Source: an optimization exercise on an open RTL-to-GDS flow (aim: small area and a short achievable clock period). Production flows keep margins and buffers that such runs may drop.

==> inputs of try-harbor <==
==> flow/design.v <==
module perf_monitor #(
  parameter int          NCORES     = 4,
  parameter int          CNT_W      = 64,
  parameter int          FIFO_DEPTH = 16,
  parameter bit          FINI_ALL   = 1'b1,
  parameter logic [31:0] FINI_CODE  = 32'h0002_0000,
  parameter int          TIMEOUT    = 50000,
  localparam int         CW = (NCORES > 1) ? $clog2(NCORES) : 1
) (
  input  logic                 clk_i,
  input  logic                 rst_i,
  input  logic [NCORES-1:0]    exma_v_i,
  input  logic [NCORES-1:0]    stall_i,
  input  logic [NCORES-1:0]    stall_imem_i,
  input  logic [NCORES-1:0]    ctrl_tsfr_i,
  input  logic [NCORES-1:0]    br_misp_i,
  input  logic [NCORES-1:0]    dbus_wv_i,
  input  logic [32*NCORES-1:0] dbus_addr_i,
  input  logic [32*NCORES-1:0] dbus_wdata_i,
  input  logic                 rd_en_i,
  input  logic [CW-1:0]        rd_core_i,
  input  logic [1:0]           rd_ctr_i,
  input  logic                 wr_en_i,
  input  logic [CW-1:0]        wr_core_i,
  input  logic [1:0]           wr_ctr_i,
  input  logic [CNT_W-1:0]     wr_data_i,
  output logic [CNT_W-1:0]     rd_data_o,
  output logic                 rd_vld_o,
  output logic                 char_vld_o,
  output logic [7:0]           char_o,
  output logic [CW-1:0]        char_core_o,
  input  logic                 char_rdy_i,
  output logic [NCORES-1:0]    done_o,
  output logic                 fini_o,
  output logic                 timeout_o,
  output logic                 overflow_o
);
  localparam int MD = FIFO_DEPTH - 1;            
  localparam int MA = (MD > 1) ? $clog2(MD) : 1;
  localparam int MC = $clog2(MD + 1);
  localparam int EW = CW + 8;
  logic [CNT_W-1:0] mcycle;
  logic [CNT_W-1:0] minstret [NCORES];
  logic [CNT_W-1:0] br_pred  [NCORES];
  logic [CNT_W-1:0] br_misp  [NCORES];
  logic [CNT_W-1:0] wd;
  assign wd = rst_i ? '0 : wr_data_i;
  logic ld_mc;
  assign ld_mc = rst_i || (wr_en_i && wr_ctr_i == 2'd0);
  pm_ctr #(.W(CNT_W)) u_mcycle (.clk_i, .ld_i(ld_mc), .wd_i(wd), .en_i(!fini_o), .q_o(mcycle));
  for (genvar c = 0; c < NCORES; c++) begin : g_core
    logic en, ld1, ld2, ld3;
    assign en  = !fini_o && !done_o[c] && !stall_imem_i[c] && exma_v_i[c];
    assign ld1 = rst_i || (wr_en_i && wr_core_i == c && wr_ctr_i == 2'd1);
    assign ld2 = rst_i || (wr_en_i && wr_core_i == c && wr_ctr_i == 2'd2);
    assign ld3 = rst_i || (wr_en_i && wr_core_i == c && wr_ctr_i == 2'd3);
    pm_ctr #(.W(CNT_W)) u_ret  (.clk_i, .ld_i(ld1), .wd_i(wd), .en_i(en && !stall_i[c]),
                                .q_o(minstret[c]));
    pm_ctr #(.W(CNT_W)) u_pred (.clk_i, .ld_i(ld2), .wd_i(wd), .en_i(en && ctrl_tsfr_i[c]),
                                .q_o(br_pred[c]));
    pm_ctr #(.W(CNT_W)) u_misp (.clk_i, .ld_i(ld3), .wd_i(wd),
                                .en_i(en && ctrl_tsfr_i[c] && br_misp_i[c]), .q_o(br_misp[c]));
  end
  logic [CNT_W-1:0] rd_sel;
  always_comb begin
    case (rd_ctr_i)
      2'd0:    rd_sel = mcycle;
      2'd1:    rd_sel = minstret[rd_core_i];
      2'd2:    rd_sel = br_pred[rd_core_i];
      default: rd_sel = br_misp[rd_core_i];
    endcase
  end
  always_ff @(posedge clk_i) begin
    if (rst_i) begin
      rd_vld_o  <= 1'b0;
      rd_data_o <= '0;
    end else begin
      rd_vld_o <= rd_en_i;
      if (rd_en_i) rd_data_o <= rd_sel;
    end
  end
  logic [NCORES-1:0] mmio, fin_w, chr_w;
  always_comb begin
    for (int c = 0; c < NCORES; c++) begin
      mmio[c]  = dbus_wv_i[c] && dbus_addr_i[32*c+31] && !done_o[c] && !fini_o;
      fin_w[c] = mmio[c] && (dbus_wdata_i[32*c +: 32] == FINI_CODE);
      chr_w[c] = mmio[c] && !fin_w[c];
    end
  end
  always_ff @(posedge clk_i) begin
    if (rst_i) begin
      timeout_o <= 1'b0;
      fini_o    <= 1'b0;
      done_o    <= '0;
    end else begin
      if (TIMEOUT != 0 && mcycle == TIMEOUT - 1) timeout_o <= 1'b1;
      fini_o <= fini_o | (FINI_ALL ? (&done_o) : (|done_o));
      done_o <= done_o | fin_w;
    end
  end
  logic [NCORES-1:0] slot_v;
  logic [7:0]        slot_d [NCORES];
  logic [CW-1:0]     rr_ptr;
  logic              win_v;
  logic [CW-1:0]     win;
  always_comb begin
    win_v = 1'b0;
    win   = '0;
    for (int i = 0; i < NCORES; i++) begin
      if (!win_v && slot_v[(rr_ptr + i) % NCORES]) begin
        win_v = 1'b1;
        win   = CW'((rr_ptr + i) % NCORES);
      end
    end
  end
  logic [EW-1:0] head;      
  logic          hv;        
  logic [EW-1:0] mem [MD];
  logic [MA-1:0] wp, rp;
  logic [MC-1:0] mcnt;      
  logic full, pop, push, to_head, to_mem, from_mem;
  assign full     = hv && (mcnt == MC'(MD));
  assign pop      = hv && char_rdy_i;
  assign push     = win_v && (!full || pop);
  assign from_mem = pop && (mcnt != '0);
  assign to_head  = push && (!hv || (pop && mcnt == '0));
  assign to_mem   = push && !to_head;
  logic [EW-1:0] new_e;
  assign new_e = {win, slot_d[win]};
  always_ff @(posedge clk_i) begin
    if (rst_i) begin
      slot_v     <= '0;
      rr_ptr     <= '0;
      overflow_o <= 1'b0;
    end else begin
      if (push) rr_ptr <= (win == CW'(NCORES - 1)) ? '0 : win + 1'b1;
      for (int c = 0; c < NCORES; c++) begin
        if (chr_w[c] && (!slot_v[c] || (push && win == c))) slot_v[c] <= 1'b1;
        else if (push && win == c)                          slot_v[c] <= 1'b0;
        if (chr_w[c] && slot_v[c] && !(push && win == c))   overflow_o <= 1'b1;
      end
    end
  end
  always_ff @(posedge clk_i) begin
    for (int c = 0; c < NCORES; c++)
      if (!slot_v[c] || (push && win == c)) slot_d[c] <= dbus_wdata_i[32*c +: 8];
  end
  always_ff @(posedge clk_i) begin
    if (to_mem) mem[wp] <= new_e;
  end
  always_ff @(posedge clk_i) begin
    if (rst_i) begin
      hv   <= 1'b0;
      head <= '0;
      wp   <= '0;
      rp   <= '0;
      mcnt <= '0;
    end else begin
      if (from_mem)     head <= mem[rp];
      else if (to_head) head <= new_e;
      else if (pop)     head <= '0;
      if (to_head)      hv <= 1'b1;
      else if (pop && mcnt == '0) hv <= 1'b0;
      if (to_mem)   wp <= (wp == MA'(MD - 1)) ? '0 : wp + 1'b1;
      if (from_mem) rp <= (rp == MA'(MD - 1)) ? '0 : rp + 1'b1;
      if (to_mem && !from_mem)      mcnt <= mcnt + 1'b1;
      else if (from_mem && !to_mem) mcnt <= mcnt - 1'b1;
    end
  end
  assign char_vld_o = hv;
  assign {char_core_o, char_o} = head;
endmodule
module pm_ctr #(
  parameter int W = 64
) (
  input  logic         clk_i,
  input  logic         ld_i,
  input  logic [W-1:0] wd_i,
  input  logic         en_i,
  output logic [W-1:0] q_o
);
  localparam int NG = (W + 3) / 4;
  localparam int NS = (NG + 3) / 4;
  logic [4*NG-1:0]  qx;
  logic [4*NS-1:0]  g;
  logic [NS-1:0]    sg;
  logic [W-1:0]     c;
  assign qx = {{(4*NG-W){1'b1}}, q_o};
  for (genvar k = 0; k < 4*NS; k++) begin : g_grp
    if (k < NG) assign g[k] = &qx[4*k +: 4];
    else        assign g[k] = 1'b1;
  end
  for (genvar h = 0; h < NS; h++) begin : g_sgrp
    assign sg[h] = &g[4*h +: 4];
  end
  for (genvar i = 0; i < W; i++) begin : g_bit
    localparam int K = i / 4;
    localparam int H = K / 4;
    localparam logic [NS-1:0]   SM = NS'((64'd1 << H) - 1);
    localparam logic [4*NS-1:0] GM = (4*NS)'(((64'd1 << K) - 1) & ~((64'd1 << (4*H)) - 1));
    localparam logic [W-1:0]    QM = W'(((64'd1 << i) - 1) & ~((64'd1 << (4*K)) - 1));
    assign c[i] = (&(sg | ~SM)) & (&(g | ~GM)) & (&(q_o | ~QM));
  end
  always_ff @(posedge clk_i) begin
    q_o <= ld_i ? wd_i : q_o ^ (c & {W{en_i}});
  end
endmodule
==> flow/run.sh <==
#!/bin/bash
# synth_recipe.tcl (not shown) runs the flow's synth.tcl, then flattens the netlist and writes it again
# the make line also repeats each setting of config.mk as NAME=value (left out here)
make -C /OpenROAD-flow-scripts/flow DESIGN_CONFIG=/design/flow/config.mk WORK_HOME=/design/flow/orfs CLKGATE_MAP_FILE= SYNTH_SCRIPT=/design/flow/synth_recipe.tcl finish
==> flow/config.mk <==
export PLATFORM = sky130hd
export DESIGN_NAME = perf_monitor
export DESIGN_NICKNAME = perf_monitor
export VERILOG_FILES = /design/flow/design.v
export SDC_FILE = /design/flow/constraint.sdc
export NUM_CORES = 4
export LEC_CHECK = 0
export CAP_MARGIN = 20
export CORE_MARGIN = 2
export CORE_UTILIZATION = 55
export SETUP_SLACK_MARGIN = 1.5
export SLEW_MARGIN = 20
==> flow/constraint.sdc <==
create_clock -name core_clock -period 4.0 [get_ports {clk_i}]
set_input_delay 0.8000 -clock core_clock [delete_from_list [all_inputs] [get_ports {clk_i}]]
set_output_delay 0.8000 -clock core_clock [all_outputs]
set_load 0.01 [all_outputs]
==> inputs of try-pepper, as changes to try-harbor <==
- SETUP_SLACK_MARGIN: 1.5 -> 2.0
==> flow_metrics.py <==
metrics = {
    "final_layout": {
        "final_util": 0.729,
    },
    "run_status": {
        "status": "finished clean",
    },
    "worst_setup_path": {
        "arrival_ps": 3620,
    },
    "routing": {
        "wl_met3_um": 36400,
    },
    "global_route": {
        "grt_use_total": 0.422,
    },
    "power_and_ir_drop": {
        "powerDensity_nw_per_um2": 344,
    },
    "placement": {
        "placed_area_um2": 68600,
        "dp.cells": 8503,
    },
}
Source of the figures above: try-harbor

==> flow_metrics.py <==
metrics = {
    "placement": {
        "dp.cells": 8485,
        "placed_area_um2": 70600,
    },
    "min_path": {
        "min_path_type": "reg -> reg",
    },
    "worst_setup_path": {
        "arrival_ps": 3610,
    },
    "global_route": {
        "grt_use_total": 0.457,
    },
    "power_and_ir_drop": {
        "powerDensity_nw_per_um2": 328,
    },
    "run_status": {
        "status": "finished clean",
    },
    "routing": {
        "wl_met3_um": 43400,
    },
}
Source of the figures above: try-pepper

Function was not checked in any run of this note: the RTL went through the layout flow alone.

[re-timing with driven ports]
In the flow no input, the clock included, has a driving cell. The finished layouts below were timed again as built, in two steps.
Step 1, drivers: a clkbuf_16 drives clk_i and a buf_2 each remaining input, both assumed.
Step 2 also shifts input and output timing later by t, the mid clock arrival at the registers, as if the neighbouring blocks saw the same clock.
a / b / c = ideal ports / drivers / drivers and shift; a / b = the first two.
| run | t, ns | setup slack, ns | worst hold slack (ns) | latest minus earliest clock arrival (ns) |
|---|---|---|---|---|
| try-harbor | 0.837 | 1.042 / 1.042 / 0.287 | 0.466 / 0.419 / 0.474 | 0.030 / 0.030 |
| try-pepper | 0.853 | 0.987 / 1.032 / 0.179 | 0.482 / 0.452 / 0.482 | 0.027 / 0.027 |
After both steps every run listed still meets setup and hold. For try-pepper, which loses most, drivers alone change the setup slack by +0.045 ns; drivers and shift together by -0.808 ns.
